Source: an optimization exercise on an open RTL-to-GDS flow (aim: a short achievable clock period, few clock cycles per item and low power). Production flows keep margins and buffers that such runs may drop. Only simulation tests tie the RTL to the original design; equivalence was not proved. Power and IR drop assume default switching activity.

==> inputs of run D <==
==> flow/design.v (excerpt) <==
module riscv_hart_top #(
	parameter logic [XLEN-1:0] RESET_PC = 32'h0000_0000
) (
	input  logic            clock_bus_i,
	input  logic            reset_i,
	output logic [3:0]      exception_bus_o,
	output logic [XLEN-1:0] inst_addr_o,
	output logic            mem_req0_o,
	output logic [XLEN-1:0] mem_add0_o,
	input  logic [XLEN-1:0] mem_data0_i,
	input  logic            mem_done0_i,
	output logic            mem_req1_o,
	output logic            mem_rw1_o,
	output logic [XLEN-1:0] mem_add1_o,
	output logic [XLEN-1:0] mem_data1_o,
	input  logic [XLEN-1:0] mem_data1_i,
	input  logic            mem_done1_i,
	output logic            per_req_o,
	output logic            per_rw_o,
	output logic [XLEN-1:0] per_add_o,
	output logic [XLEN-1:0] per_data_o,
	input  logic [XLEN-1:0] per_data_i
);
	logic            hart_mreq;
	logic            hart_preq;
	logic            hart_rw;
	logic [XLEN-1:0] hart_add;
	logic [XLEN-1:0] hart_wdata;
	riscv_hart_core #(
		.RESET_PC (RESET_PC)
	) hart_inst (
		.clock_bus_i     (clock_bus_i),
		.reset_i         (reset_i),
		.inst_req_o      (mem_req0_o),
		.inst_addr_o     (mem_add0_o),
		.inst_data_i     (mem_data0_i),
		.inst_done_i     (mem_done0_i),
		.data_mreq_o     (hart_mreq),
		.data_preq_o     (hart_preq),
		.data_wren_o     (hart_rw),
		.data_addr_o     (hart_add),
		.data_data_o     (hart_wdata),
		.mem_data_i      (mem_data1_i),
		.mem_done_i      (mem_done1_i),
		.per_data_i      (per_data_i),
		.data_ref_addr_o (inst_addr_o),
		.exception_o     (exception_bus_o)
	);
	port_switch peripheral_switch_inst (
		.core_mreq_i       (hart_mreq),
		.core_preq_i       (hart_preq),
		.core_wren_i       (hart_rw),
		.core_addr_i       (hart_add),
		.core_data_i       (hart_wdata),
		.memory_req_o      (mem_req1_o),
		.memory_wren_o     (mem_rw1_o),
		.memory_addr_o     (mem_add1_o),
  ...
clock: 9.0 ns
lec_check: 0
abc_area: 1
abc_clock_period_in_ps: 3000
cap_margin: 30
core_margin: 2
core_utilization: 40
cts_buf_list: sky130_fd_sc_hd__clkbuf_8
cts_cluster_diameter: 50
cts_cluster_size: 16
setup_slack_margin: 5
slew_margin: 30
run.sh (not shown) runs the stock make flow with config.mk's settings and CLKGATE_MAP_FILE= SYNTH_SCRIPT=/design/flow/synth_recipe.tcl, a recipe that flattens the netlist after the stock synthesis.
==> run Z (differences from run D) <==
==> flow/flow/run.sh (new file) <==
#!/bin/bash
set -euo pipefail
sed -e 's/SETUP_SLACK_MARGIN=[0-9.]*/SETUP_SLACK_MARGIN=5.5 BUFFER_PORTS_ARGS="-buffer_cell sky130_fd_sc_hd__buf_2"/' standard.sh > standard_custom.sh
grep -c BUFFER_PORTS_ARGS standard_custom.sh
bash standard_custom.sh > standard.log 2>&1
==> flow/standard.sh (new file) <==
#!/bin/bash
# synth_recipe.tcl (not shown) runs the flow's synth.tcl, then flattens the netlist and writes it again
# the make line also repeats each setting of config.mk as NAME=value (left out here)
make -C /OpenROAD-flow-scripts/flow DESIGN_CONFIG=/design/flow/config.mk WORK_HOME=/design/flow/orfs CLKGATE_MAP_FILE= SYNTH_SCRIPT=/design/flow/synth_recipe.tcl "${@:-finish}"
==> flow/config.mk (replaced) <==
export PLATFORM = sky130hd
export DESIGN_NAME = riscv_hart_top
export DESIGN_NICKNAME = riscv_hart_top
export VERILOG_FILES = /design/flow/design.v
export SDC_FILE = /design/flow/constraint.sdc
export NUM_CORES = 4
export LEC_CHECK = 0
export ABC_CLOCK_PERIOD_IN_PS = 3000
export CAP_MARGIN = 30
export CORE_MARGIN = 2
export CORE_UTILIZATION = 40
export CTS_BUF_LIST = sky130_fd_sc_hd__clkbuf_8
export CTS_CLUSTER_DIAMETER = 50
export CTS_CLUSTER_SIZE = 16
export SETUP_SLACK_MARGIN = 5
export SLEW_MARGIN = 30
removed: flow/run.sh
==> run K (differences from run D) <==
--- a/flow/design.v
+++ b/flow/design.v
@@ -244,17 +244,17 @@
 				exc_now  = 1'b1;
 				exc_code = EXC_ILLEGAL;
 			end
 		end
 	end
 	assign want = (exc == 4'd0) && !x_exc_pend && !(d_valid && d_illegal && !x_redirect);
 	always_ff @(posedge clock_bus_i) begin
 		if (reset_i) begin
-			f_req   <= 1'b1;    
+			f_req   <= 1'b0;
 			f_busy  <= 1'b0;
 			f_pc    <= RESET_PC;
 			d_valid <= 1'b0;
 			x_valid <= 1'b0;
 			m_mreq  <= 1'b0;
 			m_preq  <= 1'b0;
 			m_we    <= 1'b0;
 			exc     <= EXC_NONE;
==> flow/config.mk (replaced) <==
export PLATFORM = sky130hd
export DESIGN_NAME = riscv_hart_top
export DESIGN_NICKNAME = riscv_hart_top
export VERILOG_FILES = /design/flow/design.v
export SDC_FILE = /design/flow/constraint.sdc
export NUM_CORES = 4
export LEC_CHECK = 0
export ABC_CLOCK_PERIOD_IN_PS = 3000
export CAP_MARGIN = 30
export CORE_MARGIN = 2
export CORE_UTILIZATION = 40
export CTS_BUF_LIST = sky130_fd_sc_hd__clkbuf_8
export CTS_CLUSTER_DIAMETER = 55
export CTS_CLUSTER_SIZE = 20
export SETUP_SLACK_MARGIN = 5
export SLEW_MARGIN = 30
==> comparison <==
Between run K and run Z, the lower synthesized cell count is in run Z (gap about 0.6%, measured against run Z). First-iteration DRC count, lowest first: run K, run Z, run D. Utilization: run D < run K < run Z. Between run D and run K, the lower area after synthesis is in run K (gap about 4%, measured against run K). Critical path depth: run K < run D < run Z. The highest final cell count belongs to run D, the lowest to run K. The lowest die area belongs to run K, the highest to run D. Clock skew, lowest first: run K, run D, run Z.
==> figures <==
| quantity | run D | run K | run Z |
|---|---|---|---|
| Outcome | timing/DRC/antenna clean | timing/DRC/antenna clean | timing/DRC/antenna clean |
| Compound-Gate Fraction of Synth Area | 19.9% | 6.65% | 6.65% |
| Post-route standard cell area excluding fillers | 0.0798 mm^2 | 0.0772 mm^2 | 0.0796 mm^2 |
| Ratio of routed vias to standard cells | 6.37 | 6.26 | 6.26 |
| Slack of the worst reg-to-reg path | 4930 ps | 4970 ps | 5170 ps |
| Worst setup path endpoint | hart_inst.x_misal | hart_inst.x_b[1] | hart_inst.f_pc[31] |
| Area share of the largest cell type after synthesis | 55.0% | 57.4% | 57.3% |
| Mapped Avg Cell Area | 9.70 um^2 | 15.8 um^2 | 15.9 um^2 |
| Resized cells post-CTS | 50 | 86 | 216 |
| Starting density of the core | 40.1% | 40.4% | 40.4% |
| Count of non-filler cells in the finished layout | 9793 | 6827 | 7019 |
| Non-clock buffers, area share | 6.00% | 5.73% | 6.83% |
| Drt initial violations | 9294 | 5389 | 5763 |
| Area occupied by registers | 0.0399 mm^2 | 0.0399 mm^2 | 0.0399 mm^2 |
| Setup fix buffers added after clock tree synthesis | 17 | 14 | 132 |
| Top layer in use | met5 | met5 | met4 |
| Clock buffer count | 154 | 119 | 145 |
| Switching part of the total power | 34.4% | 29.5% | 29.3% |
Testbench counts of run D, summed over its fixed seeds: cycles 31,480, instrs 15,403.
Testbench counts of run Z, summed over its fixed seeds: cycles 31,480, instrs 15,403.
Testbench counts of run K, summed over its fixed seeds: cycles 31,496, instrs 15,403.

==> what the ideal ports hide <==
No port has a modelled driver above. Below, the same layouts with a new extraction and two added sets of constraints.
Step 1 assumes that a clkbuf_16 drives the clock port and a buf_2 every other input.
Step 2, shift: input delay + t, output delay - t, t = (earliest + latest rising clock arrival at the registers) / 2. This alone moves slack from input paths to output paths.
a / b / c = no drivers / after step 1 / after step 2; a / b = the first two.
run	shift t [ns]	setup slack, ns	worst register clock-pin slew, ns
run D	1.026	4.932 / 4.932 / 4.152	0.11 / 0.11
run Z	0.978	4.921 / 4.950 / 3.972	0.11 / 0.11
run K	0.938	4.970 / 4.956 / 4.084	0.12 / 0.12
After both steps every run listed still meets setup and hold. For run Z, which loses most, drivers alone change the setup slack by +0.029 ns; drivers and shift together by -0.949 ns.
